Context: an optimization exercise on an open-source flow, tuned for small area, a short achievable clock period and few clock cycles per item. The choices shown serve that exercise and are no tape-out recipe. In this exercise RTL edits were held to simulation tests only and were not proved equivalent to the original. No activity file was given, so power comes from the tool's default toggle rates.

==> flow/design.v (excerpt) <==
module conv_engine_top (
    input  logic                            clk,
    input  logic                            reset,
    input  logic                            loading,
    input  logic [conv_pkg::LAYER_W-1:0]    num_layers,
    input  logic                            w_wr_en,
    input  logic [conv_pkg::CHAN_W-1:0]     w_chan,
    input  logic [conv_pkg::MAP_W-1:0]      w_map,
    input  logic [conv_pkg::WEIGHT_W-1:0]   w_data,
    input  logic                            in_valid,
    output logic                            in_ready,
    input  logic [conv_pkg::ACT_W-1:0]      in_act,
    input  logic [conv_pkg::CHAN_W-1:0]     in_chan,
    input  logic                            in_last,
    output logic                            out_valid,
    input  logic                            out_ready,
    output logic [conv_pkg::ACC_W-1:0]      out_data,
    output logic [conv_pkg::MAP_W-1:0]      out_map,
    output logic [conv_pkg::LAYER_W-1:0]    out_layer,
    output logic                            need_weights,
    output logic                            run_done,
    output logic [conv_pkg::COUNT_W-1:0]    skipped_count
);
export LEC_CHECK = 0
export ABC_AREA = 0
export CAP_MARGIN = 20
export CORE_MARGIN = 2
export CORE_UTILIZATION = 40
export CTS_BUF_LIST = sky130_fd_sc_hd__clkbuf_4 sky130_fd_sc_hd__clkbuf_8 sky130_fd_sc_hd__clkbuf_16
export CTS_CLUSTER_DIAMETER = 140
export CTS_CLUSTER_SIZE = 20
export SLEW_MARGIN = 20
export TNS_END_PERCENT = 0
create_clock -name core_clock -period 10.0 [get_ports {clk}]
standard.sh (not shown) runs the stock make flow with config.mk's settings and CLKGATE_MAP_FILE= SYNTH_SCRIPT=/design/flow/synth_recipe.tcl, a recipe that flattens the netlist after the stock synthesis.
==> flow/flow/run.sh <==
#!/bin/bash
set -euo pipefail
bash standard.sh SETUP_SLACK_MARGIN=7 "BUFFER_PORTS_ARGS=-buffer_cell sky130_fd_sc_hd__buf_2" finish > standard_flow.log 2>&1
The starting point completed without violations.
Testbench counts at the start, summed over its fixed seeds: cycles 11,078, items 6,015.
Then changed:
Settings changed: CAP_MARGIN 20 to 0, CTS_BUF_LIST sky130_fd_sc_hd__clkbuf_4 sky130_fd_sc_hd__clkbuf_8 sky130_fd_sc_hd__clkbuf_16 to sky130_fd_sc_hd__clkbuf_4 sky130_fd_sc_hd__clkbuf_8, CTS_CLUSTER_DIAMETER 140 to default, CTS_CLUSTER_SIZE 20 to 30, SLEW_MARGIN 20 to 0.
Result: The new run finished with timing, DRC and antenna clean; final cell count is higher by 3.5%; power is higher by 12%; worst setup slack is worse by 0.13 ns; utilization is higher by 0.96 points; worst hold slack is worse by 0.0099 ns; critical path depth stays the same; register-to-register slack is worse by 0.07 ns; routed wire length is about the same; synthesized area does not change; count of clock-buffer cells in the layout is higher by 157; global-route usage is higher by 0.32 points.
Then changed:
Settings changed: CAP_MARGIN 0 to 20, CORE_UTILIZATION 40 to 55, SLEW_MARGIN 0 to 20.
The changed run finished clean.
Worst setup slack is about the same.
Worst hold slack stays flat.
Power decreases by 0.93%.
Critical path depth is unchanged.
Sequential power rose by about 2%.
Combinational power drops by about 3%.
Flip-flop and latch count is unchanged.
Cell area drops by 1.3%.
Fmax barely changes.
Die area is lower by 27%.
Clock skew goes down by 0.013 ns.
Then changed:
==> flow/flow/run.sh (replaced) <==
#!/bin/bash
set -euo pipefail
bash standard.sh SETUP_SLACK_MARGIN=7.5 "BUFFER_PORTS_ARGS=-buffer_cell sky130_fd_sc_hd__buf_2" finish > standard_flow.log 2>&1
Settings changed: CORE_UTILIZATION 55 to 40.
The new run completed without violations.
Final area rises by about 0.8%.
Maximum frequency went up by 0.42%.
Clock skew came out higher by 0.0091 ns.
Total power shrinks by about 1%.

========
## alpha
Starting RTL as in the previous note.
Settings: LEC_CHECK=0, ABC_AREA=0, CAP_MARGIN=20, CORE_MARGIN=2, CORE_UTILIZATION=40, CTS_BUF_LIST=sky130_fd_sc_hd__clkbuf_4 sky130_fd_sc_hd__clkbuf_8, CTS_CLUSTER_SIZE=30, GPL_TIMING_DRIVEN=0, SLEW_MARGIN=20, TNS_END_PERCENT=0; clock period 10.0 ns.
==> flow/flow/run.sh <==
#!/bin/bash
set -euo pipefail
bash standard.sh SETUP_SLACK_MARGIN=7 "BUFFER_PORTS_ARGS=-buffer_cell sky130_fd_sc_hd__buf_2" finish > standard_flow.log 2>&1
alpha reached the final stage; the timing, design-rule and antenna checks on its layout passed.
Testbench counts of alpha, summed over its fixed seeds: cycles 11,078, items 6,015.
Here is what was changed in the inputs of beta compared with alpha.
# alpha
export LEC_CHECK = 0
export ABC_AREA = 0
export CAP_MARGIN = 20
export CORE_MARGIN = 2
export CORE_UTILIZATION = 40
export CTS_BUF_LIST = sky130_fd_sc_hd__clkbuf_4 sky130_fd_sc_hd__clkbuf_8
export CTS_CLUSTER_SIZE = 30
export GPL_TIMING_DRIVEN = 0
export SLEW_MARGIN = 20
export TNS_END_PERCENT = 0
create_clock -name core_clock -period 10.0 [get_ports {clk}]
# beta
export LEC_CHECK = 0
export ABC_AREA = 0
export CAP_MARGIN = 20
export CORE_MARGIN = 2
export CORE_UTILIZATION = 40
export CTS_BUF_LIST = sky130_fd_sc_hd__clkbuf_4 sky130_fd_sc_hd__clkbuf_8 sky130_fd_sc_hd__clkbuf_16
export CTS_CLUSTER_DIAMETER = 120
export CTS_CLUSTER_SIZE = 20
export SLEW_MARGIN = 20
export TNS_END_PERCENT = 0
create_clock -name core_clock -period 10.0 [get_ports {clk}]
[summary]
- [beta] layout overhead on the synthesized area fell 6.6 points relative to alpha
- The standard cells in beta occupy less silicon area than those in alpha do.
- Between alpha and beta, the difference in fill cell instance count of the final layout is negligible.
- Looking at via density per instance, beta sits about 4% below alpha.
### beta -> gamma
# beta
export LEC_CHECK = 0
export ABC_AREA = 0
export CAP_MARGIN = 20
export CORE_MARGIN = 2
export CORE_UTILIZATION = 40
export CTS_BUF_LIST = sky130_fd_sc_hd__clkbuf_4 sky130_fd_sc_hd__clkbuf_8 sky130_fd_sc_hd__clkbuf_16
export CTS_CLUSTER_DIAMETER = 120
export CTS_CLUSTER_SIZE = 20
export SLEW_MARGIN = 20
export TNS_END_PERCENT = 0
create_clock -name core_clock -period 10.0 [get_ports {clk}]
# gamma
export LEC_CHECK = 0
export ABC_AREA = 0
export CAP_MARGIN = 20
export CORE_MARGIN = 2
export CORE_UTILIZATION = 40
export CTS_BUF_LIST = sky130_fd_sc_hd__clkbuf_4 sky130_fd_sc_hd__clkbuf_8
export CTS_CLUSTER_SIZE = 30
export SLEW_MARGIN = 20
export TNS_END_PERCENT = 0
create_clock -name core_clock -period 10.0 [get_ports {clk}]
## What came out
Diff beta -> gamma | layout cell share with drive strength beyond 1 | increase of 1.4 points. Compared with beta, in gamma highest cell delay on the worst timing path comparable, worst setup skew after layout moved down. Synthesis-to-layout area growth is higher on gamma. Relative to beta, share of the cycle needed by the critical path after routing increased by 1.2 points in gamma. Sequential power of beta is on par with gamma. Relative to beta, multi-input combinational cell area has gone down in gamma. For the power attributed to the clock group, gamma came in 44% higher than beta did.
#### Input delta (delta over gamma)
# gamma
export LEC_CHECK = 0
export ABC_AREA = 0
export CAP_MARGIN = 20
export CORE_MARGIN = 2
export CORE_UTILIZATION = 40
export CTS_BUF_LIST = sky130_fd_sc_hd__clkbuf_4 sky130_fd_sc_hd__clkbuf_8
export CTS_CLUSTER_SIZE = 30
export SLEW_MARGIN = 20
export TNS_END_PERCENT = 0
create_clock -name core_clock -period 10.0 [get_ports {clk}]
# delta
export LEC_CHECK = 0
export ABC_AREA = 0
export CAP_MARGIN = 20
export CORE_MARGIN = 2
export CORE_UTILIZATION = 40
export SLEW_MARGIN = 20
create_clock -name core_clock -period 10.0 [get_ports {clk}]
### Flow results
- Of the two candidates, gamma has the better power and delta the worse one.
- Utilization gamma -> delta: up
- Setup slack: delta more than gamma
- The wire length per cell of delta exceeds that of gamma by about 3%.
- Between gamma and delta, the flow reports final instance area increasing by a few percent.
#### Input delta (epsilon over delta)
# delta
export LEC_CHECK = 0
export ABC_AREA = 0
export CAP_MARGIN = 20
export CORE_MARGIN = 2
export CORE_UTILIZATION = 40
export SLEW_MARGIN = 20
create_clock -name core_clock -period 10.0 [get_ports {clk}]
# epsilon
export LEC_CHECK = 0
export ABC_AREA = 0
export CAP_MARGIN = 20
export CORE_MARGIN = 2
export CORE_UTILIZATION = 40
export CTS_BUF_LIST = sky130_fd_sc_hd__clkbuf_4 sky130_fd_sc_hd__clkbuf_8 sky130_fd_sc_hd__clkbuf_16
export CTS_CLUSTER_DIAMETER = 140
export CTS_CLUSTER_SIZE = 25
export SLEW_MARGIN = 20
export TNS_END_PERCENT = 0
create_clock -name core_clock -period 10.0 [get_ports {clk}]
### Flow results
- | area growth from synthesis to layout | lower: epsilon |
- epsilon has total routing usage reported by global routing below what delta had.
- Max design area across epsilon and delta: delta
- epsilon closes out successfully: all stages finished, all timing, DRC and antenna checks passed.
- Launch point of the worst path: u_drain.out_data[16] -> delta, u_drain.out_data[22] -> epsilon

## static timing again, ports no longer ideal
How much do the figures lean on ideal ports? The routed layouts below were timed once more, with nothing changed but the port constraints. Step 1 sets driving cells, clkbuf_16 on the clock port and buf_2 on the other inputs (assumed; they add their load-dependent delay and slew). Step 2 times the ports against the registers' clock, not the clock port: input delays grow and output delays shrink by t, the midpoint of the rising clock arrivals with the driver on. Slacks: ideal / step 1 / step 2; pairs: ideal / step 1.
| run | shift t [ns] | slack for setup (ns) | latest minus earliest clock arrival (ns) | worst data-port slew with drivers (ns) |
|---|---|---|---|---|
| the first run of note 1 | 0.752 | 6.656 / 6.579 / 6.364 | 0.097 / 0.097 | 0.13 |
| the second run of note 1 | 0.942 | 6.522 / 6.451 / 6.326 | 0.073 / 0.073 | 0.12 |
| the third run of note 1 | 0.931 | 6.519 / 6.453 / 6.094 | 0.058 / 0.058 | 0.13 |
| the fourth run of note 1 | 0.916 | 6.534 / 6.461 / 6.323 | 0.068 / 0.068 | 0.12 |
| alpha | 1.012 | 6.259 / 6.259 / 6.253 | 0.051 / 0.051 | 0.12 |
| beta | 0.757 | 6.653 / 6.576 / 6.363 | 0.084 / 0.084 | 0.13 |
| gamma | 0.916 | 6.534 / 6.461 / 6.323 | 0.068 / 0.068 | 0.12 |
| delta | 0.793 | 6.615 / 6.543 / 6.402 | 0.096 / 0.096 | 0.11 |
| epsilon | 0.755 | 6.665 / 6.593 / 6.350 | 0.070 / 0.070 | 0.14 |
After both steps every run listed still meets setup and hold. The setup slack of the third run of note 1, which loses most, moves by -0.066 ns with the drivers and by -0.425 ns with both steps.
